Background: an optimization exercise with open tools, aiming at small area, a short achievable clock period and few clock cycles. Do not read the settings as production practice. No functional check of the RTL was part of any run shown here. No activity file was given, so power comes from the tool's default toggle rates.

==> design/flow/run.sh <==
#!/bin/bash
# synth_recipe.tcl (not shown) runs the flow's synth.tcl, then flattens the netlist and writes it again
# the make line also repeats each setting of config.mk as NAME=value (left out here)
make -C /OpenROAD-flow-scripts/flow DESIGN_CONFIG=/design/flow/config.mk WORK_HOME=/design/flow/orfs CLKGATE_MAP_FILE= SYNTH_SCRIPT=/design/flow/synth_recipe.tcl finish
==> design/flow/config.mk <==
export PLATFORM = sky130hd
export DESIGN_NAME = ipdc_top
export DESIGN_NICKNAME = ipdc_top
export VERILOG_FILES = /design/flow/design.v
export SDC_FILE = /design/flow/constraint.sdc
export NUM_CORES = 4
export LEC_CHECK = 0
export CAP_MARGIN = 20
export CORE_MARGIN = 2
export CORE_UTILIZATION = 60
export CTS_BUF_LIST = sky130_fd_sc_hd__clkbuf_16
export CTS_CLUSTER_DIAMETER = 55
export CTS_CLUSTER_SIZE = 32
export PLACE_DENSITY = 0.7
export SETUP_SLACK_MARGIN = 3.2
export SLEW_MARGIN = 20
==> design/flow/constraint.sdc <==
create_clock -name core_clock -period 5.5 [get_ports {i_clk}]
set_input_delay 1.1000 -clock core_clock [delete_from_list [all_inputs] [get_ports {i_clk}]]
set_output_delay 1.1000 -clock core_clock [all_outputs]
set_load 0.01 [all_outputs]
==> design/flow/design.v <==
`default_nettype none
package ipdc_pkg;
	localparam int unsigned IMG_DIM          = 8;
	localparam int unsigned WIN_DIM          = 4;
	localparam int unsigned IMG_PIXELS       = IMG_DIM * IMG_DIM;
	localparam int unsigned WIN_PIXELS       = WIN_DIM * WIN_DIM;
	localparam int unsigned MAX_ORIGIN_COORD = IMG_DIM - WIN_DIM;
	localparam int unsigned ZOOM_ORIGIN      = 2 * IMG_DIM + 2;
	localparam int unsigned CHROMA_OFFSET    = 1024;
	typedef logic [7:0] channel_t;
	typedef struct packed {
		channel_t b;
		channel_t g;
		channel_t r;
	} pixel_t;
	typedef logic [5:0] pix_addr_t;
	typedef logic [3:0] win_idx_t;
	typedef enum logic [2:0] {
		OP_LOAD    = 3'd0,
		OP_RIGHT   = 3'd1,
		OP_DOWN    = 3'd2,
		OP_DEFAULT = 3'd3,
		OP_ZOOM    = 3'd4,
		OP_MEDIAN  = 3'd5,
		OP_YCBCR   = 3'd6,
		OP_RGB     = 3'd7
	} op_mode_e;
endpackage
`default_nettype wire
`default_nettype none
module image_buffer (
	input  logic             i_clk,
	input  logic             i_wr0,       
	input  logic             i_wr32,      
	input  ipdc_pkg::pixel_t i_wr_data,
	input  logic [15:0]      i_sel,       
	output ipdc_pkg::pixel_t o_tap_data
);
	logic [23:0] ring [64];
	always_ff @(posedge i_clk) begin
		ring[0]  <= i_wr0  ? i_wr_data : ring[63];
		ring[32] <= i_wr32 ? i_wr_data : ring[31];
		for (int p = 1; p < 64; p++) begin
			if (p != 32) ring[p] <= ring[p-1];
		end
	end
	logic [23:0] tap_and [16];
	for (genvar k = 0; k < 16; k++) begin : g_tap
		assign tap_and[k] = ring[4*k+1] & {24{i_sel[k]}};
	end
	assign o_tap_data = tap_and[0] | tap_and[1] | tap_and[2] | tap_and[3]
		| tap_and[4] | tap_and[5] | tap_and[6] | tap_and[7]
		| tap_and[8] | tap_and[9] | tap_and[10] | tap_and[11]
		| tap_and[12] | tap_and[13] | tap_and[14] | tap_and[15];
endmodule
`default_nettype wire
`default_nettype none
module window_origin (
	input  logic [2:0] i_op,
	input  logic [2:0] i_row,
	input  logic [2:0] i_col,
	output logic [2:0] o_row,
	output logic [2:0] o_col
);
	always_comb begin
		o_row = i_row;
		o_col = i_col;
		case (i_op)
			3'd1: if (i_col != 3'd4) o_col = i_col + 3'd1;
			3'd2: if (i_row != 3'd4) o_row = i_row + 3'd1;
			3'd3: begin o_row = 3'd0; o_col = 3'd0; end
			3'd4: begin o_row = 3'd2; o_col = 3'd2; end
			default: ;
		endcase
	end
endmodule
`default_nettype wire
`default_nettype none
module op_ctrl (
	input  logic             i_clk,
	input  logic             i_rst_n,
	input  logic             i_op_valid,
	input  logic [2:0]       i_op_mode,
	input  logic             i_in_valid,
	input  ipdc_pkg::pixel_t i_in_data,
	output logic             o_in_ready,
	output logic             o_wr0,
	output logic             o_wr32,
	output ipdc_pkg::pixel_t o_wr_data,
	output logic             o_rd_valid,    
	output logic             o_rd_ycc,      
	output logic [15:0]      o_sel          
);
	logic        rdy;
	logic        ld_act;
	logic        ld_go;
	logic        img_valid;
	logic [5:0]  pcnt;
	logic [5:0]  ph;
	logic [5:0]  u;          
	logic [5:0]  sd;         
	logic [15:0] selc;       
	logic        pvlast;
	logic        xv;
	logic        yv;
	logic [2:0]  xm;
	logic [2:0]  ym;
	logic        xr;         
	logic        xd;         
	logic        xf;         
	logic        xz;         
	logic        xl;         
	logic        xc;         
	logic [2:0]  xm_n;
	logic        seq_act;
	logic [3:0]  n;
	logic [15:0] sel;        
	logic        s1_v;
	logic        s1_pix;
	logic        s1_ycc;
	logic        ymode;
	logic [2:0]  org_r;
	logic [2:0]  org_c;
	logic        r_sat;      
	logic        c_sat;      
	logic        op_acc;
	logic        pix_acc;
	logic        enq;
	logic        p_last;
	logic [2:0]  nr;
	logic [2:0]  nc;
	logic        h_disp;
	logic        h_mode;
	logic        h_load;
	logic        aligned;
	logic [3:0]  tap0;
	logic        start;
	logic        pop;
	logic        w0;
	logic        at32;
	logic        xv_n;
	logic        yv_n;
	logic        ld_act_n;
	logic        ld_go_n;
	logic        pix_rdy;
	logic        safe0;
	logic [15:0] oh_u;
	logic [15:0] oh_ph;
	logic [15:0] sel0;
	logic        rdy_hold;
	logic        rdy_enq;
	logic        rdy_load;
	assign op_acc  = i_op_valid & rdy & ~ld_act;
	assign pix_acc = i_in_valid & rdy & ld_act;
	assign enq     = op_acc & (i_op_mode != 3'd5);    
	assign p_last  = pcnt == 6'd63;
	assign w0      = pix_acc & (pcnt == 6'd0);         
	assign at32    = (pcnt != 6'd0) & (sd == 6'd31);
	window_origin u_window_origin (
		.i_op  (xm),
		.i_row (org_r),
		.i_col (org_c),
		.o_row (nr),
		.o_col (nc)
	);
	assign h_disp = xr | xd | xf | xz;
	assign h_mode = xc;
	assign h_load = xl;
	assign aligned = (xr & (c_sat ? (u[1:0] == 2'd0) : (u[1:0] == 2'd1)))
		| (xd & (u[1:0] == 2'd0))
		| (xf & (ph[1:0] == 2'd0))
		| (xz & (ph[1:0] == 2'd2));
	always_comb begin
		tap0 = u[5:2];
		if (xd & ~r_sat) tap0 = u[5:2] - 4'd2;
		if (xf)          tap0 = ph[5:2];
		if (xz)          tap0 = {ph[5:4] - 2'd1, ph[3:2]};
	end
	for (genvar k = 0; k < 16; k++) begin : g_sel0
		assign oh_u[k]  = u[5:2] == 4'(k);
		assign oh_ph[k] = ph[5:2] == 4'(k);
		assign sel0[k]  = ((xr | (xd & r_sat)) & oh_u[k])
			| ((xd & ~r_sat) & oh_u[(k + 2) % 16])
			| (xf & oh_ph[k])
			| (xz & oh_ph[(k + 4) % 16]);
	end
	assign start = xv & ~seq_act & aligned;
	assign pop   = start | (xv & h_load) | (xv & ~seq_act & h_mode);
	assign xm_n = pop ? (yv ? ym : i_op_mode) : (xv ? xm : i_op_mode);
	assign xv_n = pop ? (yv | enq) : (xv | enq);
	assign yv_n = pop ? (yv & enq) : (yv | (xv & enq));
	assign ld_act_n = ld_act ? ~(pix_acc & p_last) : (op_acc & (i_op_mode == 3'd0));
	assign ld_go_n  = ld_act_n & (ld_go | (pop & h_load));
	logic [1:0] sc;
	logic [1:0] sq;
	logic [3:0] fail;
	assign sc   = n[3:2];
	assign sq   = n[1:0];
	assign selc = (sq == 2'd0) ? {sel[0], sel[15:1]} : sel;
	assign fail[0] = ~sq[1] & selc[0];
	assign fail[1] = (sc <= 2'd2) & (selc[1] | (~sq[1] & selc[2]));
	assign fail[2] = (sc <= 2'd1) & (selc[2] | selc[3] | (~sq[1] & selc[4]));
	assign fail[3] = (sc == 2'd0) & (selc[3] | selc[4] | selc[5] | (~sq[1] & selc[6]));
	assign safe0   = ~seq_act | (fail == 4'd0);
	always_comb begin
		if (!(ld_go | (pop & h_load))) begin
			pix_rdy = 1'b0;
		end else if (pcnt == 6'd0) begin
			pix_rdy = safe0;
		end else begin
			pix_rdy = ~seq_act & (sd[4:0] == 5'd30);
		end
	end
	assign rdy_hold = pop | ~yv;                        
	assign rdy_enq  = ~(pop ? yv : (yv | xv));           
	assign rdy_load = ld_act ? (pix_acc | pix_rdy)
		: (op_acc ? ((i_op_mode == 3'd0) ? 1'b0 : (i_op_mode == 3'd5) ? rdy_hold : rdy_enq)
			: rdy_hold);
	always_ff @(posedge i_clk or negedge i_rst_n) begin
		if (!i_rst_n) begin
			rdy       <= 1'b0;
			ld_act    <= 1'b0;
			ld_go     <= 1'b0;
			img_valid <= 1'b0;
			pcnt      <= '0;
			ph        <= '0;
			u         <= '0;
			pvlast    <= 1'b0;
			xv        <= 1'b0;
			yv        <= 1'b0;
			r_sat     <= 1'b0;
			c_sat     <= 1'b0;
			seq_act   <= 1'b0;
			s1_v      <= 1'b0;
			ymode     <= 1'b0;
			org_r     <= '0;
			org_c     <= '0;
		end else begin
			rdy       <= rdy_load;
			ld_act    <= ld_act_n;
			ld_go     <= ld_go_n;
			img_valid <= img_valid | pvlast;
			pcnt      <= pcnt + 6'(pix_acc);
			ph        <= w0 ? 6'd0 : ph + 6'd1;
			if (w0) begin
				u <= 6'd0 - {org_r, org_c};
			end else if (start) begin
				u <= {tap0, 2'b01};
			end else begin
				u <= u + 6'd1;
			end
			pvlast    <= pix_acc & p_last;
			xv        <= xv_n;
			yv        <= yv_n;
			if (start) begin
				seq_act <= 1'b1;
				r_sat   <= nr == 3'd4;
				c_sat   <= nc == 3'd4;
				s1_v    <= 1'b1;
				org_r   <= nr;
				org_c   <= nc;
			end else if (seq_act) begin
				s1_v    <= 1'b1;
				if (n == 4'd15) seq_act <= 1'b0;
			end else if (pop && h_mode) begin
				s1_v    <= 1'b1;
				ymode   <= ~xm[0];
			end else if (pvlast) begin
				s1_v    <= 1'b1;
			end else begin
				s1_v    <= 1'b0;
			end
		end
	end
	always_ff @(posedge i_clk) begin
		if (w0) begin
			sd <= 6'd63;
		end else if (!pix_acc) begin
			sd <= sd + 6'd1;
		end
		xm <= xm_n;
		if (pop | ~xv) begin
			xr <= xm_n == 3'd1;
			xd <= xm_n == 3'd2;
			xf <= xm_n == 3'd3;
			xz <= xm_n == 3'd4;
			xl <= xm_n == 3'd0;
			xc <= xm_n[2] & xm_n[1];
		end
		ym <= (yv & ~pop) ? ym : i_op_mode;
		if (start) begin
			n      <= 4'd1;
			sel    <= img_valid ? sel0 : 16'd0;
			s1_pix <= 1'b1;
			s1_ycc <= ymode;
		end else if (seq_act) begin
			n      <= n + 4'd1;
			if (n[1:0] == 2'd0) begin
				sel <= {sel[0], sel[15:1]};
			end
		end else begin
			s1_pix <= 1'b0;
			sel    <= '0;
		end
	end
	assign o_in_ready  = rdy;
	assign o_wr0       = pix_acc & ~at32;
	assign o_wr32      = pix_acc & at32;
	assign o_wr_data   = i_in_data;
	assign o_rd_valid  = s1_v;
	assign o_rd_ycc    = s1_ycc & s1_pix;
	assign o_sel       = sel;
endmodule
`default_nettype wire
`default_nettype none
module color_output (
	input  logic             i_clk,
	input  logic             i_rst_n,
	input  logic             i_valid,
	input  logic             i_ycc,      
	input  ipdc_pkg::pixel_t i_pixel,
	output logic             o_out_valid,
	output ipdc_pkg::pixel_t o_out_data
);
	logic [7:0] r;
	logic [7:0] g;
	logic [7:0] b;
	logic [7:0] rn;
	logic [7:0] gn;
	logic [7:0] bn;
	logic [8:0] y_a;
	logic [8:0] y_b;
	logic       y_c;
	logic [8:0] s3_y_a;
	logic [8:0] s3_y_b;
	logic       s3_y_c;
	logic [8:0] y_s;
	logic [8:0] cb_a;
	logic [8:0] cb_b;
	logic       cb_c;
	logic [8:0] s3_cb_a;
	logic [8:0] s3_cb_b;
	logic       s3_cb_c;
	logic [8:0] cb_s;
	logic [8:0] cr_a;
	logic [8:0] cr_b;
	logic       cr_c;
	logic [8:0] s3_cr_a;
	logic [8:0] s3_cr_b;
	logic       s3_cr_c;
	logic [8:0] cr_s;
	logic t1;
	logic t2;
	logic t3;
	logic t4;
	logic t5;
	logic t6;
	logic t7;
	logic t8;
	logic t9;
	logic t10;
	logic t11;
	logic t12;
	logic t13;
	logic t14;
	logic t15;
	logic t16;
	logic t17;
	logic t18;
	logic t19;
	logic t20;
	logic t21;
	logic t22;
	logic t23;
	logic t24;
	logic t25;
	logic t26;
	logic t27;
	logic t28;
	logic t29;
	logic t30;
	logic t31;
	logic t32;
	logic t33;
	logic t34;
	logic t35;
	logic t36;
	logic t37;
	logic t38;
	logic t39;
	logic t40;
	logic t41;
	logic t42;
	logic t43;
	logic t44;
	logic t45;
	logic t46;
	logic t47;
	logic t48;
	logic t49;
	logic t50;
	logic t51;
	logic t52;
	logic t53;
	logic t54;
	logic t55;
	logic t56;
	logic t57;
	logic t58;
	logic t59;
	logic t60;
	logic t61;
	logic t62;
	logic t63;
	logic t64;
	logic t65;
	logic t66;
	logic t67;
	logic t68;
	logic t69;
	logic t70;
	logic t71;
	logic t72;
	logic t73;
	logic t74;
	logic t75;
	logic t76;
	logic t77;
	logic t78;
	logic t79;
	logic t80;
	logic t81;
	logic t82;
	logic t83;
	logic t84;
	logic t85;
	logic t86;
	logic t87;
	logic t88;
	logic t89;
	logic t90;
	logic t91;
	logic t92;
	logic t93;
	logic t94;
	logic t95;
	logic t96;
	logic t97;
	logic t98;
	logic t99;
	logic t100;
	logic t101;
	logic t102;
	logic t103;
	logic t104;
	logic t105;
	logic t106;
	logic t107;
	logic t108;
	logic t109;
	logic t110;
	logic t111;
	logic t112;
	logic t113;
	logic t114;
	logic t115;
	logic t116;
	logic t117;
	logic t118;
	logic t119;
	logic t120;
	logic t121;
	logic t122;
	logic t123;
	logic t124;
	logic t125;
	logic t126;
	logic t127;
	logic t128;
	logic t129;
	logic t130;
	logic t131;
	logic t132;
	logic t133;
	logic t134;
	logic t135;
	logic t136;
	logic t137;
	logic t138;
	logic t139;
	logic t140;
	logic t141;
	logic t142;
	logic t143;
	logic t144;
	logic t145;
	logic t146;
	logic t147;
	logic t148;
	logic t149;
	logic t150;
	logic t151;
	logic t152;
	logic t153;
	logic t154;
	logic t155;
	logic t156;
	logic t157;
	logic t158;
	logic t159;
	logic t160;
	logic t161;
	logic t162;
	logic t163;
	logic t164;
	logic t165;
	logic t166;
	logic t167;
	logic t168;
	logic t169;
	logic t170;
	logic t171;
	logic t172;
	logic t173;
	logic t174;
	logic t175;
	logic t176;
	logic t177;
	logic t178;
	logic t179;
	logic t180;
	logic t181;
	logic t182;
	logic t183;
	logic t184;
	logic t185;
	logic t186;
	logic t187;
	logic t188;
	logic t189;
	logic t190;
	logic t191;
	logic t192;
	logic t193;
	logic t194;
	logic t195;
	logic t196;
	logic t197;
	logic t198;
	logic t199;
	logic t200;
	logic t201;
	logic t202;
	logic t203;
	logic t204;
	logic t205;
	logic t206;
	logic t207;
	logic t208;
	logic t209;
	logic t210;
	logic t211;
	logic t212;
	logic t213;
	logic t214;
	logic t215;
	logic t216;
	logic t217;
	logic t218;
	logic t219;
	logic t220;
	logic t221;
	logic t222;
	logic t223;
	logic t224;
	logic t225;
	logic t226;
	logic t227;
	logic t228;
	logic t229;
	logic t230;
	logic t231;
	logic t232;
	logic t233;
	logic t234;
	logic t235;
	logic t236;
	logic t237;
	logic t238;
	logic t239;
	logic t240;
	logic t241;
	logic t242;
	logic t243;
	logic t244;
	logic t245;
	logic t246;
	logic t247;
	logic t248;
	logic t249;
	logic t250;
	logic t251;
	logic t252;
	logic t253;
	logic t254;
	logic t255;
	logic t256;
	logic t257;
	logic t258;
	logic t259;
	logic t260;
	logic t261;
	logic t262;
	logic t263;
	logic t264;
	logic t265;
	logic t266;
	logic t267;
	logic t268;
	logic t269;
	logic t270;
	logic t271;
	logic t272;
	logic t273;
	logic t274;
	logic t275;
	logic t276;
	logic t277;
	logic t278;
	logic t279;
	logic t280;
	logic t281;
	logic t282;
	logic t283;
	logic t284;
	logic t285;
	logic t286;
	logic t287;
	logic t288;
	logic t289;
	logic t290;
	logic t291;
	logic t292;
	logic t293;
	logic t294;
	logic t295;
	logic t296;
	logic t297;
	logic t298;
	logic t299;
	logic t300;
	logic t301;
	logic t302;
	logic t303;
	logic t304;
	logic t305;
	logic t306;
	logic t307;
	logic t308;
	logic t309;
	logic t310;
	logic t311;
	logic t312;
	logic t313;
	logic t314;
	logic t315;
	logic t316;
	logic t317;
	logic t318;
	logic t319;
	logic t320;
	logic t321;
	logic t322;
	logic t323;
	logic t324;
	logic t325;
	logic t326;
	logic t327;
	logic t328;
	logic t329;
	logic t330;
	logic t331;
	logic t332;
	logic t333;
	assign r  = i_pixel[7:0];
	assign g  = i_pixel[15:8];
	assign b  = i_pixel[23:16];
	assign rn = ~r;
	assign gn = ~g;
	assign bn = ~b;
	always_comb begin
		t1 = r[1] ^ g[0];
		t2 = r[1] & g[0];
		t3 = r[2] ^ g[1];
		t4 = r[2] & g[1];
		t5 = r[3] ^ g[2];
		t6 = r[3] & g[2];
		t7 = r[4] ^ g[3];
		t8 = r[4] & g[3];
		t9 = r[5] ^ g[4];
		t10 = r[5] & g[4];
		t11 = r[6] ^ g[5];
		t12 = r[6] & g[5];
		t13 = t1 ^ g[2];
		t14 = t1 & g[2];
		t15 = t2 ^ t3 ^ g[3];
		t16 = (t2 & t3) | (t2 & g[3]) | (t3 & g[3]);
		t17 = t4 ^ t5 ^ g[4];
		t18 = (t4 & t5) | (t4 & g[4]) | (t5 & g[4]);
		t19 = t6 ^ t7 ^ g[5];
		t20 = (t6 & t7) | (t6 & g[5]) | (t7 & g[5]);
		t21 = t8 ^ t9 ^ g[6];
		t22 = (t8 & t9) | (t8 & g[6]) | (t9 & g[6]);
		t23 = t10 ^ t11 ^ g[7];
		t24 = (t10 & t11) | (t10 & g[7]) | (t11 & g[7]);
		t25 = t12 ^ r[7] ^ g[6];
		t26 = (t12 & r[7]) | (t12 & g[6]) | (r[7] & g[6]);
		t27 = r[0] & g[1];
		t28 = r[0] ^ g[1];
		t29 = t13 & 1'b1;
		t30 = t13 ^ 1'b1;
		t31 = t28 & g[0];
		t32 = t29 | (t30 & t27);
		t33 = t30 & t28;
		y_a = {1'b0, 1'b0, t26, t24, t22, t20, t18, t16, t14};
		y_b = {1'b0, 1'b0, g[7], t25, t23, t21, t19, t17, t15};
		y_c = t32;
		t34 = b[0] ^ rn[2];
		t35 = b[0] & rn[2];
		t36 = b[1] ^ rn[3];
		t37 = b[1] & rn[3];
		t38 = b[2] ^ rn[4];
		t39 = b[2] & rn[4];
		t40 = b[3] ^ rn[5];
		t41 = b[3] & rn[5];
		t42 = b[4] ^ rn[6];
		t43 = b[4] & rn[6];
		t44 = b[5] ^ rn[7];
		t45 = b[5] & rn[7];
		t46 = b[6] ^ gn[7];
		t47 = b[6] & gn[7];
		t48 = rn[1] ^ gn[0];
		t49 = rn[1] & gn[0];
		t50 = ~(t34 ^ gn[1]);
		t51 = t34 | gn[1];
		t52 = t35 ^ t36 ^ gn[2];
		t53 = (t35 & t36) | (t35 & gn[2]) | (t36 & gn[2]);
		t54 = t37 ^ t38 ^ gn[3];
		t55 = (t37 & t38) | (t37 & gn[3]) | (t38 & gn[3]);
		t56 = t39 ^ t40 ^ gn[4];
		t57 = (t39 & t40) | (t39 & gn[4]) | (t40 & gn[4]);
		t58 = t41 ^ t42 ^ gn[5];
		t59 = (t41 & t42) | (t41 & gn[5]) | (t42 & gn[5]);
		t60 = t43 ^ t44 ^ gn[6];
		t61 = (t43 & t44) | (t43 & gn[6]) | (t44 & gn[6]);
		t62 = ~(t45 ^ t46);
		t63 = t45 | t46;
		t64 = t47 ^ b[7];
		t65 = t47 & b[7];
		t66 = rn[0] & 1'b1;
		t67 = rn[0] ^ 1'b1;
		t68 = t48 & 1'b1;
		t69 = t48 ^ 1'b1;
		t70 = t49 & t50;
		t71 = t49 ^ t50;
		t72 = t68 | (t69 & t66);
		t73 = t69 & t67;
		t74 = t70 | (t71 & t68);
		t75 = t71 & t69;
		t76 = t74 | (t75 & t66);
		cb_a = {1'b0, t65, t63, t61, t59, t57, t55, t53, t51};
		cb_b = {1'b0, 1'b0, t64, t62, t60, t58, t56, t54, t52};
		cb_c = t76;
		t77 = r[1] ^ gn[2];
		t78 = r[1] & gn[2];
		t79 = r[2] ^ gn[3];
		t80 = r[2] & gn[3];
		t81 = r[3] ^ gn[4];
		t82 = r[3] & gn[4];
		t83 = r[4] ^ gn[5];
		t84 = r[4] & gn[5];
		t85 = r[5] ^ gn[6];
		t86 = r[5] & gn[6];
		t87 = r[0] ^ gn[1];
		t88 = r[0] & gn[1];
		t89 = t77 ^ gn[3] ^ bn[3];
		t90 = (t77 & gn[3]) | (t77 & bn[3]) | (gn[3] & bn[3]);
		t91 = t78 ^ t79 ^ gn[4];
		t92 = (t78 & t79) | (t78 & gn[4]) | (t79 & gn[4]);
		t93 = t80 ^ t81 ^ gn[5];
		t94 = (t80 & t81) | (t80 & gn[5]) | (t81 & gn[5]);
		t95 = t82 ^ t83 ^ gn[6];
		t96 = (t82 & t83) | (t82 & gn[6]) | (t83 & gn[6]);
		t97 = t84 ^ t85 ^ gn[7];
		t98 = (t84 & t85) | (t84 & gn[7]) | (t85 & gn[7]);
		t99 = t86 ^ r[6];
		t100 = t86 & r[6];
		t101 = gn[0] ^ gn[1];
		t102 = gn[0] & gn[1];
		t103 = t87 ^ gn[2] ^ bn[2];
		t104 = (t87 & gn[2]) | (t87 & bn[2]) | (gn[2] & bn[2]);
		t105 = ~(t88 ^ t89);
		t106 = t88 | t89;
		t107 = t90 ^ t91 ^ bn[4];
		t108 = (t90 & t91) | (t90 & bn[4]) | (t91 & bn[4]);
		t109 = t92 ^ t93 ^ bn[5];
		t110 = (t92 & t93) | (t92 & bn[5]) | (t93 & bn[5]);
		t111 = t94 ^ t95 ^ bn[6];
		t112 = (t94 & t95) | (t94 & bn[6]) | (t95 & bn[6]);
		t113 = t96 ^ t97 ^ bn[7];
		t114 = (t96 & t97) | (t96 & bn[7]) | (t97 & bn[7]);
		t115 = t98 ^ t99 ^ gn[7];
		t116 = (t98 & t99) | (t98 & gn[7]) | (t99 & gn[7]);
		t117 = t100 ^ r[7];
		t118 = t100 & r[7];
		t119 = gn[0] & bn[0];
		t120 = gn[0] ^ bn[0];
		t121 = t101 & bn[1];
		t122 = t101 ^ bn[1];
		t123 = t102 & t103;
		t124 = t102 ^ t103;
		t125 = t121 | (t122 & t119);
		t126 = t122 & t120;
		t127 = t123 | (t124 & t121);
		t128 = t124 & t122;
		t129 = t127 | (t128 & t119);
		cr_a = {1'b0, t118, t116, t114, t112, t110, t108, t106, t104};
		cr_b = {1'b0, 1'b0, t117, t115, t113, t111, t109, t107, t105};
		cr_c = t129;
	end
	logic s3_v;
	always_ff @(posedge i_clk or negedge i_rst_n) begin
		if (!i_rst_n) begin
			s3_v        <= 1'b0;
			o_out_valid <= 1'b0;
		end else begin
			s3_v        <= i_valid;
			o_out_valid <= s3_v;
		end
	end
	always_ff @(posedge i_clk) begin
		s3_y_a <= i_ycc ? y_a : {1'b0, r};
		s3_y_b <= i_ycc ? y_b : 9'd0;
		s3_y_c <= i_ycc & y_c;
		s3_cb_a <= i_ycc ? cb_a : {1'b0, g};
		s3_cb_b <= i_ycc ? cb_b : 9'd0;
		s3_cb_c <= i_ycc & cb_c;
		s3_cr_a <= i_ycc ? cr_a : {1'b0, b};
		s3_cr_b <= i_ycc ? cr_b : 9'd0;
		s3_cr_c <= i_ycc & cr_c;
	end
	always_comb begin
		t130 = s3_y_a[0] & s3_y_b[0];
		t131 = s3_y_a[0] ^ s3_y_b[0];
		t132 = s3_y_a[1] & s3_y_b[1];
		t133 = s3_y_a[1] ^ s3_y_b[1];
		t134 = s3_y_a[2] & s3_y_b[2];
		t135 = s3_y_a[2] ^ s3_y_b[2];
		t136 = s3_y_a[3] & s3_y_b[3];
		t137 = s3_y_a[3] ^ s3_y_b[3];
		t138 = s3_y_a[4] & s3_y_b[4];
		t139 = s3_y_a[4] ^ s3_y_b[4];
		t140 = s3_y_a[5] & s3_y_b[5];
		t141 = s3_y_a[5] ^ s3_y_b[5];
		t142 = s3_y_a[6] & s3_y_b[6];
		t143 = s3_y_a[6] ^ s3_y_b[6];
		t144 = s3_y_a[7] & s3_y_b[7];
		t145 = s3_y_a[7] ^ s3_y_b[7];
		t146 = s3_y_a[8] & s3_y_b[8];
		t147 = s3_y_a[8] ^ s3_y_b[8];
		t148 = t130 | (t131 & s3_y_c);
		t149 = t132 | (t133 & t130);
		t150 = t133 & t131;
		t151 = t134 | (t135 & t132);
		t152 = t135 & t133;
		t153 = t136 | (t137 & t134);
		t154 = t137 & t135;
		t155 = t138 | (t139 & t136);
		t156 = t139 & t137;
		t157 = t140 | (t141 & t138);
		t158 = t141 & t139;
		t159 = t142 | (t143 & t140);
		t160 = t143 & t141;
		t161 = t144 | (t145 & t142);
		t162 = t145 & t143;
		t163 = t146 | (t147 & t144);
		t164 = t147 & t145;
		t165 = t149 | (t150 & s3_y_c);
		t166 = t151 | (t152 & t148);
		t167 = t153 | (t154 & t149);
		t168 = t154 & t150;
		t169 = t155 | (t156 & t151);
		t170 = t156 & t152;
		t171 = t157 | (t158 & t153);
		t172 = t158 & t154;
		t173 = t159 | (t160 & t155);
		t174 = t160 & t156;
		t175 = t161 | (t162 & t157);
		t176 = t162 & t158;
		t177 = t163 | (t164 & t159);
		t178 = t164 & t160;
		t179 = t167 | (t168 & s3_y_c);
		t180 = t169 | (t170 & t148);
		t181 = t171 | (t172 & t165);
		t182 = t173 | (t174 & t166);
		t183 = t175 | (t176 & t167);
		t184 = t176 & t168;
		t185 = t177 | (t178 & t169);
		t186 = t178 & t170;
		t187 = t183 | (t184 & s3_y_c);
		t188 = t185 | (t186 & t148);
		t189 = t131 ^ s3_y_c;
		t190 = t133 ^ t148;
		t191 = t135 ^ t165;
		t192 = t137 ^ t166;
		t193 = t139 ^ t179;
		t194 = t141 ^ t180;
		t195 = t143 ^ t181;
		t196 = t145 ^ t182;
		t197 = t147 ^ t187;
		y_s = {t197, t196, t195, t194, t193, t192, t191, t190, t189};
		t198 = s3_cb_a[0] & s3_cb_b[0];
		t199 = s3_cb_a[0] ^ s3_cb_b[0];
		t200 = s3_cb_a[1] & s3_cb_b[1];
		t201 = s3_cb_a[1] ^ s3_cb_b[1];
		t202 = s3_cb_a[2] & s3_cb_b[2];
		t203 = s3_cb_a[2] ^ s3_cb_b[2];
		t204 = s3_cb_a[3] & s3_cb_b[3];
		t205 = s3_cb_a[3] ^ s3_cb_b[3];
		t206 = s3_cb_a[4] & s3_cb_b[4];
		t207 = s3_cb_a[4] ^ s3_cb_b[4];
		t208 = s3_cb_a[5] & s3_cb_b[5];
		t209 = s3_cb_a[5] ^ s3_cb_b[5];
		t210 = s3_cb_a[6] & s3_cb_b[6];
		t211 = s3_cb_a[6] ^ s3_cb_b[6];
		t212 = s3_cb_a[7] & s3_cb_b[7];
		t213 = s3_cb_a[7] ^ s3_cb_b[7];
		t214 = s3_cb_a[8] & s3_cb_b[8];
		t215 = s3_cb_a[8] ^ s3_cb_b[8];
		t216 = t198 | (t199 & s3_cb_c);
		t217 = t200 | (t201 & t198);
		t218 = t201 & t199;
		t219 = t202 | (t203 & t200);
		t220 = t203 & t201;
		t221 = t204 | (t205 & t202);
		t222 = t205 & t203;
		t223 = t206 | (t207 & t204);
		t224 = t207 & t205;
		t225 = t208 | (t209 & t206);
		t226 = t209 & t207;
		t227 = t210 | (t211 & t208);
		t228 = t211 & t209;
		t229 = t212 | (t213 & t210);
		t230 = t213 & t211;
		t231 = t214 | (t215 & t212);
		t232 = t215 & t213;
		t233 = t217 | (t218 & s3_cb_c);
		t234 = t219 | (t220 & t216);
		t235 = t221 | (t222 & t217);
		t236 = t222 & t218;
		t237 = t223 | (t224 & t219);
		t238 = t224 & t220;
		t239 = t225 | (t226 & t221);
		t240 = t226 & t222;
		t241 = t227 | (t228 & t223);
		t242 = t228 & t224;
		t243 = t229 | (t230 & t225);
		t244 = t230 & t226;
		t245 = t231 | (t232 & t227);
		t246 = t232 & t228;
		t247 = t235 | (t236 & s3_cb_c);
		t248 = t237 | (t238 & t216);
		t249 = t239 | (t240 & t233);
		t250 = t241 | (t242 & t234);
		t251 = t243 | (t244 & t235);
		t252 = t244 & t236;
		t253 = t245 | (t246 & t237);
		t254 = t246 & t238;
		t255 = t251 | (t252 & s3_cb_c);
		t256 = t253 | (t254 & t216);
		t257 = t199 ^ s3_cb_c;
		t258 = t201 ^ t216;
		t259 = t203 ^ t233;
		t260 = t205 ^ t234;
		t261 = t207 ^ t247;
		t262 = t209 ^ t248;
		t263 = t211 ^ t249;
		t264 = t213 ^ t250;
		t265 = t215 ^ t255;
		cb_s = {t265, t264, t263, t262, t261, t260, t259, t258, t257};
		t266 = s3_cr_a[0] & s3_cr_b[0];
		t267 = s3_cr_a[0] ^ s3_cr_b[0];
		t268 = s3_cr_a[1] & s3_cr_b[1];
		t269 = s3_cr_a[1] ^ s3_cr_b[1];
		t270 = s3_cr_a[2] & s3_cr_b[2];
		t271 = s3_cr_a[2] ^ s3_cr_b[2];
		t272 = s3_cr_a[3] & s3_cr_b[3];
		t273 = s3_cr_a[3] ^ s3_cr_b[3];
		t274 = s3_cr_a[4] & s3_cr_b[4];
		t275 = s3_cr_a[4] ^ s3_cr_b[4];
		t276 = s3_cr_a[5] & s3_cr_b[5];
		t277 = s3_cr_a[5] ^ s3_cr_b[5];
		t278 = s3_cr_a[6] & s3_cr_b[6];
		t279 = s3_cr_a[6] ^ s3_cr_b[6];
		t280 = s3_cr_a[7] & s3_cr_b[7];
		t281 = s3_cr_a[7] ^ s3_cr_b[7];
		t282 = s3_cr_a[8] & s3_cr_b[8];
		t283 = s3_cr_a[8] ^ s3_cr_b[8];
		t284 = t266 | (t267 & s3_cr_c);
		t285 = t268 | (t269 & t266);
		t286 = t269 & t267;
		t287 = t270 | (t271 & t268);
		t288 = t271 & t269;
		t289 = t272 | (t273 & t270);
		t290 = t273 & t271;
		t291 = t274 | (t275 & t272);
		t292 = t275 & t273;
		t293 = t276 | (t277 & t274);
		t294 = t277 & t275;
		t295 = t278 | (t279 & t276);
		t296 = t279 & t277;
		t297 = t280 | (t281 & t278);
		t298 = t281 & t279;
		t299 = t282 | (t283 & t280);
		t300 = t283 & t281;
		t301 = t285 | (t286 & s3_cr_c);
		t302 = t287 | (t288 & t284);
		t303 = t289 | (t290 & t285);
		t304 = t290 & t286;
		t305 = t291 | (t292 & t287);
		t306 = t292 & t288;
		t307 = t293 | (t294 & t289);
		t308 = t294 & t290;
		t309 = t295 | (t296 & t291);
		t310 = t296 & t292;
		t311 = t297 | (t298 & t293);
		t312 = t298 & t294;
		t313 = t299 | (t300 & t295);
		t314 = t300 & t296;
		t315 = t303 | (t304 & s3_cr_c);
		t316 = t305 | (t306 & t284);
		t317 = t307 | (t308 & t301);
		t318 = t309 | (t310 & t302);
		t319 = t311 | (t312 & t303);
		t320 = t312 & t304;
		t321 = t313 | (t314 & t305);
		t322 = t314 & t306;
		t323 = t319 | (t320 & s3_cr_c);
		t324 = t321 | (t322 & t284);
		t325 = t267 ^ s3_cr_c;
		t326 = t269 ^ t284;
		t327 = t271 ^ t301;
		t328 = t273 ^ t302;
		t329 = t275 ^ t315;
		t330 = t277 ^ t316;
		t331 = t279 ^ t317;
		t332 = t281 ^ t318;
		t333 = t283 ^ t323;
		cr_s = {t333, t332, t331, t330, t329, t328, t327, t326, t325};
	end
	always_ff @(posedge i_clk) begin
		o_out_data[7:0]   <= y_s[8]  ? 8'hff : y_s[7:0];
		o_out_data[15:8]  <= cb_s[8] ? 8'hff : cb_s[7:0];
		o_out_data[23:16] <= cr_s[8] ? 8'hff : cr_s[7:0];
	end
endmodule
`default_nettype wire
`default_nettype none
module ipdc_top (
	input  logic             i_clk,
	input  logic             i_rst_n,
	input  logic             i_op_valid,
	input  logic [2:0]       i_op_mode,
	input  logic             i_in_valid,
	input  ipdc_pkg::pixel_t i_in_data,
	output logic             o_in_ready,
	output logic             o_out_valid,
	output ipdc_pkg::pixel_t o_out_data
);
	logic             wr0;
	logic             wr32;
	ipdc_pkg::pixel_t wr_data;
	logic             rd_valid;
	logic             rd_ycc;
	logic [15:0]      sel;
	ipdc_pkg::pixel_t tap_data;
	logic             s2_v;
	logic             s2_ycc;
	ipdc_pkg::pixel_t s2_d;
	op_ctrl u_op_ctrl (
		.i_clk       (i_clk),
		.i_rst_n     (i_rst_n),
		.i_op_valid  (i_op_valid),
		.i_op_mode   (i_op_mode),
		.i_in_valid  (i_in_valid),
		.i_in_data   (i_in_data),
		.o_in_ready  (o_in_ready),
		.o_wr0       (wr0),
		.o_wr32      (wr32),
		.o_wr_data   (wr_data),
		.o_rd_valid  (rd_valid),
		.o_rd_ycc    (rd_ycc),
		.o_sel       (sel)
	);
	image_buffer u_image_buffer (
		.i_clk      (i_clk),
		.i_wr0      (wr0),
		.i_wr32     (wr32),
		.i_wr_data  (wr_data),
		.i_sel      (sel),
		.o_tap_data (tap_data)
	);
	always_ff @(posedge i_clk or negedge i_rst_n) begin
		if (!i_rst_n) begin
			s2_v   <= 1'b0;
			s2_ycc <= 1'b0;
		end else begin
			s2_v   <= rd_valid;
			s2_ycc <= rd_ycc;
		end
	end
	always_ff @(posedge i_clk) begin
		s2_d <= tap_data;
	end
	color_output u_color_output (
		.i_clk       (i_clk),
		.i_rst_n     (i_rst_n),
		.i_valid     (s2_v),
		.i_ycc       (s2_ycc),
		.i_pixel     (s2_d),
		.o_out_valid (o_out_valid),
		.o_out_data  (o_out_data)
	);
endmodule
`default_nettype wire
==> qor.txt, run 1 <==
#FFs+latches synth: 1,712
Final critical-path share of the clock period: 44.2%
Status: complete, no violations
Static leakage: 19.1 nW
Ratio of cells with drive above 1 in the final layout: 11.9%
Peak supply drop: 0.000359 V
Net Sw Frac: 28.3%
Synth Area per Inst: 15.4 um^2
Slew headroom: 29.5%
Combinational Power Share: 12.2%
Number of CTS-inserted buffers: 86
Iteration-0 DRC count of the detailed router: 1,105
Final min period: 2.43 ns
Vias in the first global route: 20,000
CTS sink cnt: 1,712
Max-capacitance violation count: 0
Setup Viol. Count Final: 0
Setup ws final: 3.07 ns
Endpoint class of the critical path: flip-flop
Min-delay src: u_image_buffer.ring[56][21]$_DFF_P_
Post-Syn Nets: 2,871
Layout Nets: 2,984
Fin. Hold Viols: 0
CTS tree: yes
Actual slew at the worst max-slew pin: 1.06 ns
Die W: 269 um
Min-Delay Path Depth: 0
Total GRT Usage: 21.1%
Dominant cells by area after synthesis: dfxtp_1 (78%), dfrtp_1 (2.4%), a22o_1 (2.3%)
Pins Over Slew Limit: 0
Routed Antenna Nets: 0
Post-synth ARST share: 2.34%
Worst Path Required: 6.01 ns
Detailed-route wire length per cell: 19.9 um
Total gr overflow: 0
Worst-path clk slew: 0.11 ns
Rows: 97
Sequential area share after synthesis: 82.2%
DRC Markers: 0
Via density: 5.14
Crit-path max FO: 5
Initial Utilization: 60.5%
Reg power frac: 57.3%
Number of flops mapped to enable cells by yosys: 19
Pint: 18.0 mW
Min-Delay Endpoint: u_image_buffer.ring[57][21]$_DFF_P_
Unrepaired setup endpoints after global routing: true
Reg2reg end: u_op_ctrl.xf$_DFFE_PP_
H-tree Lvls: 3
Hold Buf Count CTS: 0
RR Startpoint: u_op_ctrl.u[0]$_DFF_PN0_
Clk pwr share: 30.5%
TritonRoute pass-1 iters: 8
Syn Inst Count: 2,739
Pwr/cell area: 531 mW/mm^2
R2R setup slack: 3.07 ns
TNS Setup: 0 ns
Largest net degree at the start of global routing: 68
Top-area cell type share of the netlist area: 78.4%
Post-synth top area cell: dfxtp_1
PortBufs: 56
Die area: 0.0724 mm^2
Routability congestion estimate: 0.855
Critical Path Start Type: flip-flop
R2R cell count: 11
Area grow syn2layout: 12.2%
Antenna cells: 0
DP HPWL: 45.0 mm
Cell variety after synth: 70
Ports: 57
Top FF cell, synth: dfxtp_1
Setup Skew: 0.0298 ns
Drt total wl: 76.9 mm
Fillers: 4,639
Initial antenna violation count: 4
Final Util: 67.8%
Global-route wire length before repair: 118 mm
Die Ht: 269 um
Worst min-delay path category: reg -> reg
Yosys warnings: 7
DR vias: 19,800
Setup Crit Path Kind: reg -> reg
Sw power: 7.10 mW
Clk latency of the worst-skew pair: 0.66 ns
Arrival time at the worst endpoint: 2.94 ns
Mapped cell area: 0.0422 mm^2
Root Driver: clkbuf_16
CTS max path bufs: 3
Pre-CTS WS: 1.77 ns
Core box area: 0.0698 mm^2
Fmax achieved: 411 MHz
-- how the worst max path moves through the flow --
stage	start	endpoint	slack, ns	depth (start not counted)
2_1_floorplan	u_op_ctrl.u[0]$_DFF_PN0_	u_op_ctrl.sel[14]$_DFFE_PP_	3.19	9
3_3_place_gp	i_in_valid	u_image_buffer.ring[0][7]$_DFF_P_	1.82	5
3_5_place_dp	i_in_valid	u_image_buffer.ring[0][8]$_DFF_P_	1.77	5
4_1_cts	u_op_ctrl.u[0]$_DFF_PN0_	u_op_ctrl.u[4]$_DFFE_PN0P_	3.16	10
5_1_grt	u_op_ctrl.u[0]$_DFF_PN0_	u_op_ctrl.xf$_DFFE_PP_	2.99	11
6_report	u_op_ctrl.u[0]$_DFF_PN0_	u_op_ctrl.xf$_DFFE_PP_	3.07	11
-- cells in the mapped netlist, types with 3 or more instances --
cell type / number
dfrtp_1: 40
a221oi_1: 98
a21boi_0: 3
o22a_1: 4
mux2_4: 20
nand2_1: 72
a21oi_1: 43
and3b_1: 3
and3_1: 3
xor2_1: 13
buf_1: 6
mux2i_1: 11
a2bb2oi_1: 4
dfxtp_1: 1653
or2_2: 7
o21a_1: 7
nand3_1: 19
xnor2_1: 15
a22o_1: 109
buf_2: 3
a21o_1: 7
nand2b_1: 11
nor2b_1: 30
nand4_1: 29
nor3_1: 13
ha_1: 76
o22ai_1: 15
a211oi_1: 4
a22oi_1: 6
or4_1: 3
a31oi_1: 3
and2_1: 13
mux2_2: 38
fa_1: 25
nor2_1: 69
clkbuf_1: 66
o21ai_0: 55
edfxtp_1: 19
buf_6: 3
inv_1: 83
-- metal layers --
| metal | wire length [um] | track usage, % | share of wire, % | vias to the layer above |
|---|---|---|---|---|
| li1 | - | - | - | 9477 |
| met1 | 36400 | 30.2 | 47 | 9787 |
| met2 | 35500 | 33.7 | 46 | 437 |
| met3 | 3040 | 3.01 | 4.0 | 131 |
| met4 | 1930 | 6.56 | 2.5 | 4 |
| met5 | 33 | 0 | 0.043 | - |
-- logic make-up (layout without fill, tap and decap cells) --
logic type / count (synthesis) / count (layout) / synth area share [%]
xor gates and xnor gates: 28 / 28 / 0.581
and+or+nand+nor: 282 / 285 / 3.36
DFF: 1712 / 1712 / 82.2
muxes: 69 / 69 / 1.99
AOI/OAI and AO/OA: 383 / 383 / 6.93
buffers and inverters: 164 / 340 / 1.54
adders and majority gates: 101 / 101 / 3.44
-- worst max-delay path, stage by stage, from the launching register on --
cell      delay (ns)
dfrtp_1         0.43
buf_6           0.14
ha_4            0.15
mux2_4          0.30
a211oi_4        0.35
buf_4           0.17
buf_4           0.09
a211oi_1        0.05
a311oi_2        0.23
buf_4           0.21
nand2_2         0.08
nor2_2          0.09
-- sequential cells by signal, summed over array words and instances (netlist names), 3 cells and up --
signal                     count
u_color_output.s3_y_a          8
s2_d                          24
u_op_ctrl.ph                   6
u_op_ctrl.org_c                3
u_color_output.s3_cr_b         7
u_op_ctrl.sd                   6
u_color_output.s3_cr_a         8
u_color_output.s3_cb_a         8
u_op_ctrl.org_r                3
u_color_output.s3_cb_b         7
u_op_ctrl.pcnt                 6
u_op_ctrl.u                    6
u_op_ctrl.xm                   3
u_op_ctrl.n                    4
u_color_output.s3_y_b          7
u_op_ctrl.ym                   3
u_image_buffer.ring         1536
u_op_ctrl.sel                 16
u_color_output.o_out_data     24
-- cell usage in the layout (no fill, tap or decap), types with 8 or more instances in the layout --
master and n:
clkdlybuf4s50_1 29, inv_8 9, mux2_4 21, a21oi_1 42, fa_1 25, nand3_1 18, and2_1 12, a221oi_1 97
buf_6 8, dfrtp_1 37, inv_6 8, clkbuf_16 87, nor2b_1 30, o21ai_0 49, xnor2_1 15, inv_1 83
edfxtp_1 19, nand4_1 29, inv_12 14, ha_1 73, dfxtp_2 8, nand2b_1 10, o22ai_1 14, nand2_1 70
clkinv_8 12, buf_2 27, nor3_1 11, dfxtp_1 1645, mux2i_1 11, a22o_1 108, buf_4 33, nor2_1 66
mux2_2 37, xor2_1 13
-- through the flow --
stage / hold WS [ns] / instance area (um^2) / instances / power, mW
floorplan: 0.310 / 42200 / 2739 / 16.1
global placement: 0.310 / 43700 / 3672 / 17.3
detailed placement: 0.312 / 43700 / 3672 / 17.5
CTS: 0.306 / 47100 / 3852 / 25.1
global route: 0.312 / 47300 / 3858 / 26.1
finish: 0.309 / 47300 / 3858 / 25.1
-- area by class of cell --
type | count | area [um^2] | area share, %
Sequential cell | 1712 | 34700 | 73.3
Multi-Input combinational cell | 866 | 7150 | 15.1
Clock buffer | 87 | 2180 | 4.60
Tap cell | 940 | 1180 | 2.49
Clock inverter | 67 | 956 | 2.02
Timing Repair Buffer | 102 | 858 | 1.81
Inverter | 84 | 322 | 0.680
-- power groups by stage --
| stage | logic, mW | registers [mW] | clock network [mW] |
|---|---|---|---|
| 2_1_floorplan | 1.94 | 14.1 | 0 |
| 3_3_place_gp | 2.73 | 14.6 | 0 |
| 3_5_place_dp | 2.82 | 14.6 | 0 |
| 4_1_cts | 2.93 | 14.4 | 7.81 |
| 5_1_grt | 3.36 | 14.5 | 8.27 |
| 6_report | 3.07 | 14.4 | 7.66 |
-- repair_timing --
item | in CTS | in global routing
gates resized for setup | 143 | 38
pin swaps | 10 | 15
setup endpoints to repair | 136 | 88
gates cloned | 3 | 0
setup buffers | 23 | 6
==> run 2, diff against run 1 <==
--- a/design/flow/design.v
+++ b/design/flow/design.v
@@ -112,6 +112,14 @@
 	logic        xl;         
 	logic        xc;         
 	logic [2:0]  xm_n;
+	logic        yr;         
+	logic        yd;
+	logic        yf;
+	logic        yz;
+	logic        yl;
+	logic        yc;
+	logic [3:0]  uoh;        
+	logic [3:0]  phoh;       
 	logic        seq_act;
 	logic [3:0]  n;
 	logic [15:0] sel;        
@@ -166,10 +174,10 @@
 	assign h_disp = xr | xd | xf | xz;
 	assign h_mode = xc;
 	assign h_load = xl;
-	assign aligned = (xr & (c_sat ? (u[1:0] == 2'd0) : (u[1:0] == 2'd1)))
-		| (xd & (u[1:0] == 2'd0))
-		| (xf & (ph[1:0] == 2'd0))
-		| (xz & (ph[1:0] == 2'd2));
+	assign aligned = (xr & (c_sat ? uoh[0] : uoh[1]))
+		| (xd & uoh[0])
+		| (xf & phoh[0])
+		| (xz & phoh[2]);
 	always_comb begin
 		tap0 = u[5:2];
 		if (xd & ~r_sat) tap0 = u[5:2] - 4'd2;
@@ -225,6 +233,8 @@
 			pcnt      <= '0;
 			ph        <= '0;
 			u         <= '0;
+			uoh       <= 4'b0001;
+			phoh      <= 4'b0001;
 			pvlast    <= 1'b0;
 			xv        <= 1'b0;
 			yv        <= 1'b0;
@@ -242,6 +252,14 @@
 			img_valid <= img_valid | pvlast;
 			pcnt      <= pcnt + 6'(pix_acc);
 			ph        <= w0 ? 6'd0 : ph + 6'd1;
+			phoh      <= w0 ? 4'b0001 : {phoh[2:0], phoh[3]};
+			if (w0) begin
+				uoh <= 4'b0001 << 2'(2'd0 - org_c[1:0]);
+			end else if (start) begin
+				uoh <= 4'b0010;
+			end else begin
+				uoh <= {uoh[2:0], uoh[3]};
+			end
 			if (w0) begin
 				u <= 6'd0 - {org_r, org_c};
 			end else if (start) begin
@@ -279,15 +297,30 @@
 			sd <= sd + 6'd1;
 		end
 		xm <= xm_n;
-		if (pop | ~xv) begin
-			xr <= xm_n == 3'd1;
-			xd <= xm_n == 3'd2;
-			xf <= xm_n == 3'd3;
-			xz <= xm_n == 3'd4;
-			xl <= xm_n == 3'd0;
-			xc <= xm_n[2] & xm_n[1];
+		if (pop & yv) begin
+			xr <= yr;
+			xd <= yd;
+			xf <= yf;
+			xz <= yz;
+			xl <= yl;
+			xc <= yc;
+		end else if (pop | ~xv) begin
+			xr <= i_op_mode == 3'd1;
+			xd <= i_op_mode == 3'd2;
+			xf <= i_op_mode == 3'd3;
+			xz <= i_op_mode == 3'd4;
+			xl <= i_op_mode == 3'd0;
+			xc <= i_op_mode[2] & i_op_mode[1];
 		end
 		ym <= (yv & ~pop) ? ym : i_op_mode;
+		if (~yv | pop) begin
+			yr <= i_op_mode == 3'd1;
+			yd <= i_op_mode == 3'd2;
+			yf <= i_op_mode == 3'd3;
+			yz <= i_op_mode == 3'd4;
+			yl <= i_op_mode == 3'd0;
+			yc <= i_op_mode[2] & i_op_mode[1];
+		end
 		if (start) begin
 			n      <= 4'd1;
 			sel    <= img_valid ? sel0 : 16'd0;
==> run 2 against run 1 <==
Effect of this change: setup slack improved by 0.15 ns; combinational power fell by 29%; synthesized cell count rose by 0.69%; non-clock buffer count fell by 20; synthesized area rose by 1.1%; critical path depth fell by 10; sequential power barely moved; clock-buffer cell count did not move; power fell by 4.4%; register-to-register slack improved by 0.21 ns; critical path type is now reg -> out; largest power group unchanged.
==> qor.txt, run 2 <==
Fin. Hold Viols: 0 (unchanged)
Sw power: 6.41 mW (-9.7%)
Routed Antenna Nets: 0 (unchanged)
Largest net degree at the start of global routing: 68 (unchanged)
Status: complete, no violations
Peak supply drop: 0.000370 V (+3.3%)
Rows: 97 (unchanged)
Drt total wl: 75.7 mm (-1.6%)
#FFs+latches synth: 1,726 (+0.82%)
Ports: 57 (unchanged)
Synth Area per Inst: 15.5 um^2 (+0.39%)
Most common cell after layout, fill and taps aside: dfxtp_1
Hold Buf Count CTS: 0 (unchanged)
Iteration-0 DRC count of the detailed router: 1,096 (-0.81%)
TritonRoute pass-1 iters: 5 (-3)
Slew headroom: 31.2% (+1.6 points)
Combinational Power Share: 9.1% (-3.1 points)
Reg power frac: 59.1% (+1.8 points)
Worst min-delay path category: reg -> reg
Final min period: 2.28 ns (-0.147 ns)
Area grow syn2layout: 11.0%
Post-synth ARST share: 2.78% (+0.44 points)
Routability congestion estimate: 0.851 (-0.39%)
Net Sw Frac: 26.7% (-1.6 points)
TNS Setup: 0 ns (unchanged)
Syn Inst Count: 2,758 (+0.69%)
Yosys warnings: 7 (unchanged)
Static leakage: 19.1 nW (about the same)
Crit path buffers/inverters: 1 (-3)
Commonest cells after routing, fill and taps aside: dfxtp_1 (1,643), a22o_1 (106), a221oi_1 (96)
Clk latency of the worst-skew pair: 0.66 ns (about the same)
Total GRT Usage: 20.7% (-0.45 points)
Worst Path Required: 4.40 ns (-1.61 ns)
Crit-path max FO: 2 (-3)
Fmax achieved: 438 MHz (+6.4%)
Slowest CP cell: dfrtp_1
Crit-path leading delay family: flip-flops
Ratio of cells with drive above 1 in the final layout: 10.5% (-1.4 points)
Critical Path Start Type: flip-flop
Number of CTS-inserted buffers: 85 (-1.2%)
Top-area cell type share of the netlist area: 77.5% (-0.99 points)
Power Total: 24.0 mW (-4.4%)
DR vias: 19,700 (-0.72%)
Number of flops mapped to enable cells by yosys: 28 (+9)
H-tree Lvls: 3 (unchanged)
Pins Over Slew Limit: 0 (unchanged)
Pwr/cell area: 507 mW/mm^2 (-4.4%)
Fillers: 4,766 (+2.7%)
Pint: 17.6 mW (-2.3%)
Max-capacitance violation count: 0 (unchanged)
Setup Viol. Count Final: 0 (unchanged)
Via density: 5.12 (-0.48%)
Post-Syn Nets: 2,888 (+0.59%)
Dominant cells by area after synthesis: dfxtp_1 (77%), dfrtp_1 (2.7%), a22o_1 (2.2%)
DP HPWL: 45.3 mm (+0.66%)
Top flop regs: u_image_buffer.ring x1536, s2_d x24, u_color_output.o_out_data x24
Detailed-route wire length per cell: 19.7 um (-1.3%)
PortBufs: 56 (unchanged)
Root Driver: clkbuf_16
Top FF cell, synth: dfxtp_1
Initial antenna violation count: 1 (-3)
Clk pwr share: 31.8% (+1.3 points)
Mapped cell area: 0.0426 mm^2 (+1.1%)
Global-route wire length before repair: 116 mm (-1.5%)
Core box area: 0.0701 mm^2 (+0.52%)
Worst-path clk slew: 0.11 ns (about the same)
Post-synth top area cell: dfxtp_1
Cell variety after synth: 72 (+2.9%)
Antenna cells: 0 (unchanged)
CTS sink cnt: 1,726 (+0.82%)
Synth cell count leaders: dfxtp_1 (1,650), a22o_1 (106), a221oi_1 (96)
Die Ht: 271 um (+0.53%)
Unrepaired setup endpoints after global routing: true
Actual slew at the worst max-slew pin: 1.03 ns (-0.0245 ns)
Total gr overflow: 0 (unchanged)
Reg with most FFs: u_image_buffer.ring
Layout Nets: 2,974 (-0.34%)
Arrival time at the worst endpoint: 1.18 ns (-1.76 ns)
Setup Skew: 0.0327 ns (+0.00286 ns)
Setup Crit Path Kind: reg -> out
Critical-path cell list: buf_2
Max FFs per register: 1,536 (unchanged)
Die W: 271 um (+0.53%)
CP max stage delay: 0.40 ns (-0.03 ns)
Endpoint class of the critical path: primary output
Final critical-path share of the clock period: 41.5% (-2.7 points)
DRC Markers: 0 (unchanged)
Most frequent cell after synthesis: dfxtp_1
Initial Utilization: 60.8% (+0.34 points)
CTS max path bufs: 3 (unchanged)
CTS tree: yes
Sequential area share after synthesis: 82.2% (+0.083 points)
Vias in the first global route: 19,900 (-0.33%)
Die area: 0.0732 mm^2 (+1.1%)
run 2: path summary, 6_finish.rpt:
kind                                                      from                                   to  slack (ns)  depth (start not counted)
max                                    u_op_ctrl.rdy$_DFF_PN0_                           o_in_ready        3.22                          1
min                        u_image_buffer.ring[52][19]$_DFF_P_  u_image_buffer.ring[53][19]$_DFF_P_        0.31                          0
max reg2reg                             u_op_ctrl.xd$_DFFE_PP_            u_op_ctrl.xm[1]$_DFFE_PP_        3.28                          6
min reg2reg                u_image_buffer.ring[52][19]$_DFF_P_  u_image_buffer.ring[53][19]$_DFF_P_        0.31                          0
max in group asynchronous                              i_rst_n                     s2_ycc$_DFF_PN0_        4.52                          2
min in group asynchronous                              i_rst_n                     s2_ycc$_DFF_PN0_        0.55                          2
run 2: kinds of logic after synthesis:
family / share of synthesized area, %
DFF: 82.2
AOI/OAI and AO/OA: 6.80
and+or+nand+nor: 3.29
buffers and inverters: 1.57
adders and majority gates: 3.34
muxes: 2.13
xor gates and xnor gates: 0.616
run 2: power groups by stage:
stage	Combinational, mW	Sequential, mW	Clock [mW]
after detailed placement	2.19	14.5	0
after CTS	2.17	14.2	7.76
after global placement	2.12	14.4	0
after global routing	2.41	14.3	8.23
after floorplan	1.49	14.1	0
final	2.18	14.2	7.64
run 2: per-layer routing:
metal / vias to the layer above / global-route usage [%] / wire [um]
li1: 9454 / - / -
met3: 126 / 3.35 / 3450
met2: 456 / 32.8 / 34500
met4: 0 / 5.83 / 1720
met5: - / 0 / 0
met1: 9658 / 29.7 / 36000
run 2: cell type report:
cell class	count	area [um^2]	area share, %
clock buffer	87	2180	4.60
tap	940	1180	2.49
clock inverter	65	958	2.03
timing repair buffer	82	657	1.39
sequential	1726	35100	74.1
multi-input combinational	867	6950	14.7
inverter	82	313	0.661
run 2: through the flow:
| step | utilization, % | hold WS [ns] | cells | setup slack [ns] | instance area (um^2) |
|---|---|---|---|---|---|
| after detailed placement | 63.0 | 0.312 | 3690 | 1.85 | 44200 |
| after global placement | 63.0 | 0.310 | 3689 | 1.74 | 44200 |
| after CTS | 67.4 | 0.315 | 3845 | 3.18 | 47300 |
| after global routing | 67.5 | 0.314 | 3849 | 3.17 | 47300 |
| final | 67.5 | 0.314 | 3849 | 3.22 | 47300 |
| after floorplan | - | 0.310 | 2758 | 3.22 | 42600 |
run 2: what timing repair did:
| item | in CTS | in global routing |
|---|---|---|
| resized for setup | 105 | 13 |
| buffers inserted | 3 | 4 |
| pin swaps | 1 | 2 |
| setup endpoints to repair | 89 | 40 |
==> run 3, diff against run 2 <==
--- a/design/flow/config.mk
+++ b/design/flow/config.mk
@@ -12,5 +12,5 @@
 export CTS_CLUSTER_DIAMETER = 55
 export CTS_CLUSTER_SIZE = 32
 export PLACE_DENSITY = 0.7
-export SETUP_SLACK_MARGIN = 3.2
+export SETUP_SLACK_MARGIN = 3.3
 export SLEW_MARGIN = 20
==> run 3 against run 2 <==
Effect of this change: hold slack worse by 0.00063 ns; clock skew down 0.0036 ns; register-to-register slack better by 0.08 ns; die area unchanged; setup slack worse by 0.0064 ns; non-clock buffer count up 12; clock-buffer cell count up 2; sequential power about the same; critical path type unchanged; highest routed layer unchanged.
==> qor.txt, run 3 <==
CP max stage delay: 0.40 ns (about the same)
CTS tree: yes
Initial Utilization: 60.8% (unchanged)
Syn Inst Count: 2,758 (unchanged)
DR vias: 19,800 (+0.29%)
Clk pwr share: 31.7% (about the same)
Worst min-delay path category: reg -> reg
Top-area cell type share of the netlist area: 77.5% (unchanged)
Die area: 0.0732 mm^2 (unchanged)
Vias in the first global route: 20,100 (+0.78%)
Sequential area share after synthesis: 82.2% (unchanged)
Root Driver: clkbuf_16
Final critical-path share of the clock period: 41.7% (+0.12 points)
Post-synth ARST share: 2.78% (unchanged)
Static leakage: 19.2 nW (+0.54%)
#FFs+latches synth: 1,726 (unchanged)
Iteration-0 DRC count of the detailed router: 1,234 (+13%)
Area grow syn2layout: 11.3%
Fin. Hold Viols: 0 (unchanged)
R2R setup slack: 3.36 ns (+0.08 ns)
Detailed-route wire length per cell: 20.0 um (+1.5%)
WHS: 0.313 ns (-0.000634 ns)
Number of CTS-inserted buffers: 84 (-1.2%)
Mapped cell area: 0.0426 mm^2 (unchanged)
Reg with most FFs: u_image_buffer.ring
Via density: 5.12 (about the same)
Unrepaired setup endpoints after global routing: true
Setup Skew: 0.0291 ns (-0.00356 ns)
Crit-path leading delay family: flip-flops
Worst Path Required: 4.40 ns (about the same)
Max-capacitance violation count: 0 (unchanged)
DRC Markers: 0 (unchanged)
Most frequent cell after synthesis: dfxtp_1
Core box area: 0.0701 mm^2 (unchanged)
DP Cell Count: 3,690 (unchanged)
Reg power frac: 58.7% (-0.4 points)
Die Ht: 271 um (unchanged)
Die W: 271 um (unchanged)
Sw power: 6.39 mW (-0.35%)
Global-route wire length before repair: 119 mm (+2.9%)
Hold Buf Count CTS: 0 (unchanged)
Crit path buffers/inverters: 1 (unchanged)
Rows: 97 (unchanged)
Number of flops mapped to enable cells by yosys: 28 (unchanged)
Status: complete, no violations
Synth cell count leaders: dfxtp_1 (1,650), a22o_1 (106), a221oi_1 (96)
Largest net degree at the start of global routing: 68 (unchanged)
Non-Filler Instances: 3,857 (+0.21%)
Clk latency of the worst-skew pair: 0.65 ns (about the same)
Total GRT Usage: 21.2% (+0.56 points)
Yosys warnings: 7 (unchanged)
Final Util: 67.7% (+0.21 points)
Antenna cells: 0 (unchanged)
Commonest cells after routing, fill and taps aside: dfxtp_1 (1,639), a22o_1 (106), a221oi_1 (96)
Pins Over Slew Limit: 0 (unchanged)
Pwr/cell area: 507 mW/mm^2 (about the same)
Drt total wl: 77.0 mm (+1.7%)
Net Sw Frac: 26.5% (-0.18 points)
DP HPWL: 45.5 mm (+0.29%)
Routed Antenna Nets: 0 (unchanged)
TNS Setup: 0 ns (unchanged)
Worst-path clk slew: 0.11 ns (about the same)
Arrival time at the worst endpoint: 1.19 ns (about the same)
CTS sink cnt: 1,726 (unchanged)
Slew headroom: 49.4% (+18 points)
Post-synth top area cell: dfxtp_1
Ratio of cells with drive above 1 in the final layout: 10.9% (+0.42 points)
Most common cell after layout, fill and taps aside: dfxtp_1
Placed cell areas: 0.0442 mm^2 (about the same)
Total gr overflow: 0 (unchanged)
Actual slew at the worst max-slew pin: 0.760 ns (-0.273 ns)
Synth Area per Inst: 15.5 um^2 (unchanged)
H-tree Lvls: 3 (unchanged)
Critical Path Start Type: flip-flop
TritonRoute pass-1 iters: 5 (unchanged)
Final min period: 2.29 ns (+0.00642 ns)
Peak supply drop: 0.000378 V (+2.1%)
Fmax achieved: 436 MHz (-0.28%)
Max FFs per register: 1,536 (unchanged)
Setup ws final: 3.21 ns (-0.00642 ns)
Pre-CTS WS: 1.67 ns (-0.176 ns)
Cell variety after synth: 72 (unchanged)
Initial antenna violation count: 4 (+3)
Critical-path cell list: buf_2
Dominant cells by area after synthesis: dfxtp_1 (77%), dfrtp_1 (2.7%), a22o_1 (2.2%)
Routability congestion estimate: 0.859 (+0.90%)
Layout Nets: 2,986 (+0.40%)
Power Total: 24.1 mW (+0.32%)
Slowest CP cell: dfrtp_1
Post-Layout Inst Area: 0.0475 mm^2 (+0.31%)
PortBufs: 56 (unchanged)
Top flop regs: u_image_buffer.ring x1536, s2_d x24, u_color_output.o_out_data x24
Pint: 17.7 mW (+0.56%)
Combinational Power Share: 9.6% (+0.5 points)
Ports: 57 (unchanged)
Setup Viol. Count Final: 0 (unchanged)
Post-Syn Nets: 2,888 (unchanged)
Endpoint class of the critical path: primary output
Crit-path max FO: 2 (unchanged)
Setup Crit Path Kind: reg -> out
Top FF cell, synth: dfxtp_1
CTS max path bufs: 3 (unchanged)
run 3: cell counts after synthesis:
Identical to the previous run, type by type.
run 3: worst register-to-register path: cells and delay by family, from the launching register on:
| kind | cells | cell delay, ns |
|---|---|---|
| compound gates | 2 | 0.50 |
| buf+inv | 1 | 0.40 |
| flops | 1 | 0.68 |
| simple gates | 1 | 0.33 |
run 3: cell families (layout without fill, tap and decap cells):
kind of cell | count (synthesis) | after routing | share of synthesized area, %
AND/OR/NAND/NOR | 280 | 281 | 3.29
flip-flops | 1726 | 1726 | 82.2
adder cells (fa/ha/maj) | 99 | 99 | 3.34
AO/OA/AOI/OAI | 383 | 383 | 6.80
XOR/XNOR | 30 | 30 | 0.616
multiplexers | 75 | 75 | 2.13
buffers and inverters | 165 | 323 | 1.57
run 3: cell type report:
| class | count | area [um^2] |
|---|---|---|
| clock buffers | 89 | 2230 |
| fillers | 4782 | 22700 |
| multi-input cells | 868 | 6960 |
| flip-flops and latches | 1726 | 35100 |
| well taps | 940 | 1180 |
| inverters | 82 | 313 |
| repair buffers | 94 | 813 |
| clock inverters | 58 | 881 |
run 3: power groups by stage:
stage / logic [mW] / clock network, mW / registers, mW
final: 2.31 / 7.64 / 14.1
after global routing: 2.53 / 8.23 / 14.2
after CTS: 2.23 / 7.76 / 14.2
after detailed placement: 2.22 / 0 / 14.4
after global placement: 2.15 / 0 / 14.4
after floorplan: 1.49 / 0 / 14.1
run 3: what timing repair did:
item / 4_1_cts / 5_1_grt
hold endpoints to repair: 0 / 0
gates resized for setup: 114 / 19
setup buffers: 13 / 5
pin swaps: 2 / 3
gates cloned: 1 / 1
setup endpoints to repair: 106 / 83
run 3: worst paths after layout:
kind / startpoint / end / cells past startpoint
hold reg to reg: u_image_buffer.ring[47][20]$_DFF_P_ / u_image_buffer.ring[48][20]$_DFF_P_ / 0
max in group asynchronous: i_rst_n / u_op_ctrl.org_c[0]$_DFFE_PN0N_ / 1
setup / recovery: u_op_ctrl.rdy$_DFF_PN0_ / o_in_ready / 1
min in group asynchronous: i_rst_n / u_op_ctrl.ph[4]$_DFF_PN0_ / 1
setup reg to reg: u_op_ctrl.sel[11]$_DFFE_PP_ / s2_d[1]$_DFF_P_ / 4
hold / removal: u_image_buffer.ring[47][20]$_DFF_P_ / u_image_buffer.ring[48][20]$_DFF_P_ / 0
run 3: metal layers:
layer	track usage (%)	vias up	routed length, um	part of all wire (%)
met2	33.6	363	35000	46
li1	-	9511	-	-
met5	0	-	0	0
met4	5.35	0	1390	1.8
met1	31.3	9767	38000	49
met3	2.66	110	2470	3.2

## separate check: timing with driven ports
In the flow no input, the clock included, has a driving cell. The finished layouts below were timed again as built, in two steps.
Step 1 sets driving cells, clkbuf_16 on the clock port and buf_2 on the other inputs (assumed; they add their load-dependent delay and slew).
Step 2 also shifts input and output timing later by t, the mid clock arrival at the registers, as if the neighbouring blocks saw the same clock.
Three values: ideal ports, drivers, drivers and shift; two values: the first two.
| run | t (ns) | slack for setup (ns) | cell pins on the clock port's net |
|---|---|---|---|
| run 1 | 0.711 | 3.068 / 3.068 / 2.587 | 1 |
| run 2 | 0.709 | 3.215 / 3.153 / 2.577 | 1 |
| run 3 | 0.703 | 3.209 / 3.144 / 2.875 | 1 |
After both steps every run listed still meets setup and hold. For run 2, which loses most, drivers alone change the setup slack by -0.062 ns; drivers and shift together by -0.638 ns.
